What follows belongs to an exercise in optimizing a design on an open flow for small area; a production flow would make more cautious choices. In this exercise RTL edits were held to simulation tests only and were not proved equivalent to the original. No activity file was given, so power comes from the tool's default toggle rates.

== job 6079 ==
// core_top
module core_top (
    input  logic                    clk,
    input  logic                    rst_n,
    input  logic                    instr_valid,
    input  logic [XLEN-1:0]         instruction,
    output logic                    wb_valid,
    output logic [REG_AW-1:0]       wb_reg,
    output logic [XLEN-1:0]         wb_data,
    output logic                    branch_taken,
    output logic [OFFSET_WIDTH-1:0] branch_offset,
    output logic                    flag_n,
    output logic                    flag_z
);
For scale: about 1,200 flip-flops.
clock: 5.5 ns
lec_check: 0
cap_margin: 20
core_margin: 2
core_utilization: 40
slew_margin: 20
standard.sh (not shown) runs the stock make flow with config.mk's settings and CLKGATE_MAP_FILE= SYNTH_SCRIPT=/design/flow/synth_recipe.tcl, a recipe that flattens the netlist after the stock synthesis.
==> flow/flow/run.sh <==
#!/bin/bash
# Own layout flow: the standard ORFS flow with
#  - the standard synthesis script, except that ABC maps for area
#    (flow/abc_area.script) and adders use Yosys's default carry lookahead
#    instead of the Kogge-Stone map; flip-flops are mapped exactly as in the
#    standard synthesis (dfflibmap runs before ABC and ABC never sees them);
#  - smaller port buffers and a clock tree without dummy loads.
# Every tool's output goes to a log file in this folder (and ORFS's own logs
# under orfs/logs).
set -euo pipefail
W=$PWD
F=$W/flow

# Synthesis script: synth_recipe.tcl with ABC and synth wrapped.
{
  cat <<TCL
proc abc {args} {
  set i [lsearch -exact \$args -script]
  if {\$i >= 0} { set args [lreplace \$args [expr {\$i+1}] [expr {\$i+1}] $F/abc_area.script] }
  puts "own flow abc: \$args"
  yosys abc {*}\$args
}
proc synth {args} {
  set i [lsearch -glob \$args *lcu_kogge_stone.v]
  if {\$i > 0} { set args [lreplace \$args [expr {\$i-1}] \$i] }
  puts "own flow synth: \$args"
  yosys synth -nofsm -noshare {*}\$args
}
TCL
  tail -n +2 $W/synth_recipe.tcl
} > $W/own_synth.tcl

CTS="-sink_clustering_enable -repair_clock_nets -dont_use_dummy_load"
if [[ -f $F/cts_args ]]; then CTS=$(cat $F/cts_args); fi
EXTRA=()
if [[ -f $F/extra_vars ]]; then mapfile -t EXTRA < $F/extra_vars; fi

make -C "$FLOW_HOME" DESIGN_CONFIG=$W/config.mk WORK_HOME=$W/orfs CLKGATE_MAP_FILE= \
  SYNTH_SCRIPT=$W/own_synth.tcl \
  "BUFFER_PORTS_ARGS=-buffer_cell sky130_fd_sc_hd__buf_1" \
  "CTS_ARGS=$CTS" "${EXTRA[@]}" \
  finish > $W/make_finish.log 2>&1

R=$W/orfs/results/$FLOW_PLATFORM/core_top/base
: # left out here: write the final layout as DEF
==> flow/flow/abc_area.script <==
&get -n
&st
&dch
&nf -a
&st
&syn2
&dch
&nf -a
&st
&dch -f
&nf -a
&put
topo
dnsize -c
==> flow/flow/cts_args <==
-sink_clustering_enable -repair_clock_nets -dont_use_dummy_load -sink_clustering_size 26 -sink_clustering_max_diameter 100 -buf_list sky130_fd_sc_hd__clkbuf_16
Job 6079 finished end to end and its layout was clean on timing, DRC and antenna.
#### Input delta (job 1475 over job 6079)
==> flow/flow/cts_args <==
-sink_clustering_enable -repair_clock_nets -dont_use_dummy_load -sink_clustering_size 22 -sink_clustering_max_diameter 100 -buf_list sky130_fd_sc_hd__clkbuf_16
--- a/flow/config.mk
+++ b/flow/config.mk
@@ -10 +10 @@
-export CORE_UTILIZATION = 40
+export CORE_UTILIZATION = 30
In the flow results for job 6079 and job 1475, the worst supply voltage drop on vdd is smaller on job 1475. Reported for job 6079 and job 1475, total of max-cap violations turned out identical to the last digit. In the reports for job 6079 and job 1475, the smaller multi-input gate share of the layout cell area belongs to job 1475. Taking job 6079 as the reference, in job 1475 number of global-route vias before repair went up about 0.8%, part of the power in the clock network now sits higher. Comparing job 6079 and job 1475, the higher number of setup buffers added after CTS was measured on job 1475. Against job 6079, job 1475 comes in 0.038 ns higher on minimum clock period.
### job 1475 -> job 9835
--- a/flow/flow/abc_area.script
+++ b/flow/flow/abc_area.script
@@ -11,0 +12,3 @@
+&st
+&dch -f
+&nf -a
==> flow/flow/cts_args <==
-sink_clustering_enable -repair_clock_nets -dont_use_dummy_load -sink_clustering_size 26 -sink_clustering_max_diameter 100 -buf_list sky130_fd_sc_hd__clkbuf_16
--- a/flow/config.mk
+++ b/flow/config.mk
@@ -10 +10,2 @@
-export CORE_UTILIZATION = 30
+export CORE_UTILIZATION = 40
+export PLACE_DENSITY = 0.75
--- outcome ---
Compared with job 1475, job 9835 shows a lower number of fillers in the final layout.
Job 1475 -> job 9835: clock-buffer cell count decreased by more than 10%
Relative to job 1475, clock skew has increased by 0.021 ns in job 9835.
### job 9835 -> job 2412
--- a/flow/flow/abc_area.script
+++ b/flow/flow/abc_area.script
@@ -12,3 +11,0 @@
-&st
-&dch -f
-&nf -a
==> flow/flow/cts_args <==
-sink_clustering_enable -repair_clock_nets -dont_use_dummy_load -sink_clustering_size 22 -sink_clustering_max_diameter 100 -buf_list sky130_fd_sc_hd__clkbuf_16
--- a/flow/config.mk
+++ b/flow/config.mk
@@ -8 +8 @@
-export CAP_MARGIN = 20
+export CAP_MARGIN = 5
@@ -10,3 +10,2 @@
-export CORE_UTILIZATION = 40
-export PLACE_DENSITY = 0.75
-export SLEW_MARGIN = 20
+export CORE_UTILIZATION = 30
+export SLEW_MARGIN = 5
### Flow results
- The final weighted congestion of routability-driven global placement number comes out higher for job 9835 vs job 2412.
- Re time the worst path needs with I/O delays and setup: job 2412 and job 9835 aren't equal, and the higher value belongs to job 9835.
- Between job 9835 and job 2412, the post-synthesis cell count does not differ in any meaningful way.
- Job 9835 → job 2412: detailed-route wire length climbed about 7%; synthesized net count barely changed; proportion of power drawn by the clock network climbed 2.3 points; non-clock buffer count in the final layout climbed about 4%; met1 layer wirelength in the final routing climbed 14 mm.
[inputs] job 4492 vs job 2412
==> flow/run.sh (new file) <==
#!/bin/bash
# synth_recipe.tcl (not shown) runs the flow's synth.tcl, then flattens the netlist and writes it again
# the make line also repeats each setting of config.mk as NAME=value (left out here)
make -C /OpenROAD-flow-scripts/flow DESIGN_CONFIG=/design/flow/config.mk WORK_HOME=/design/flow/orfs CLKGATE_MAP_FILE= SYNTH_SCRIPT=/design/flow/synth_recipe.tcl finish
--- a/flow/config.mk
+++ b/flow/config.mk
@@ -8 +8 @@
-export CAP_MARGIN = 5
+export CAP_MARGIN = 20
@@ -10,2 +10,2 @@
-export CORE_UTILIZATION = 30
-export SLEW_MARGIN = 5
+export CORE_UTILIZATION = 40
+export SLEW_MARGIN = 20
removed: flow/flow/run.sh
removed: flow/flow/abc_area.script
removed: flow/flow/cts_args
removed: flow/standard.sh
Results
- Of the two values seen for capture point of the critical path, i_a[4]$_DFF_P_ was produced by job 4492 and flag_z$_SDFFE_PN0P_ by job 2412.
- Relative to job 2412, synthesized cell count has increased by about 18% in job 4492.
- Job 4492 against job 2412: fraction of power consumed by the clock network shows an increase of 8.5 points, worst clock skew now smaller, minimum hold slack rose by 0.069 ns, first-iteration DRC count moved down.
- Summary of job 4492 over job 2412: global-route usage rose 9.2 points; vertical die dimension went down by about 10%.

==> what the ideal ports hide <==
In the flow no input, the clock included, has a driving cell. The finished layouts below were timed again as built, in two steps.
Step 1: set_driving_cell puts a clkbuf_16 on clk and a buf_2 on each other input, an assumption about the parent block.
Step 2 adds t to the input delays and takes it off the output delays; t is the mean of the earliest and latest rising clock arrival at the registers after step 1. Input paths then give back, and output paths get back, about the clock's delay inside the block.
Three values: no drivers, after step 1, after step 2; two values: the first two.
| run | shift t [ns] | setup slack, ns | pins driven straight from the clock port |
|---|---|---|---|
| job 6079 | 0.754 | 0.300 / 0.300 / -0.038 | 1 |
| job 1475 | 0.727 | 0.262 / 0.262 / -0.210 | 1 |
| job 9835 | 0.722 | 0.119 / 0.119 / -0.451 | 1 |
| job 2412 | 0.727 | 0.262 / 0.262 / -0.210 | 1 |
| job 4492 | 0.822 | 0.737 / 0.787 / -0.035 | 1 |
Met with ideal ports but missed after step 2: setup timing in every run listed. The setup slack of job 4492, which loses most, moves by +0.050 ns with the drivers and by -0.772 ns with both steps.
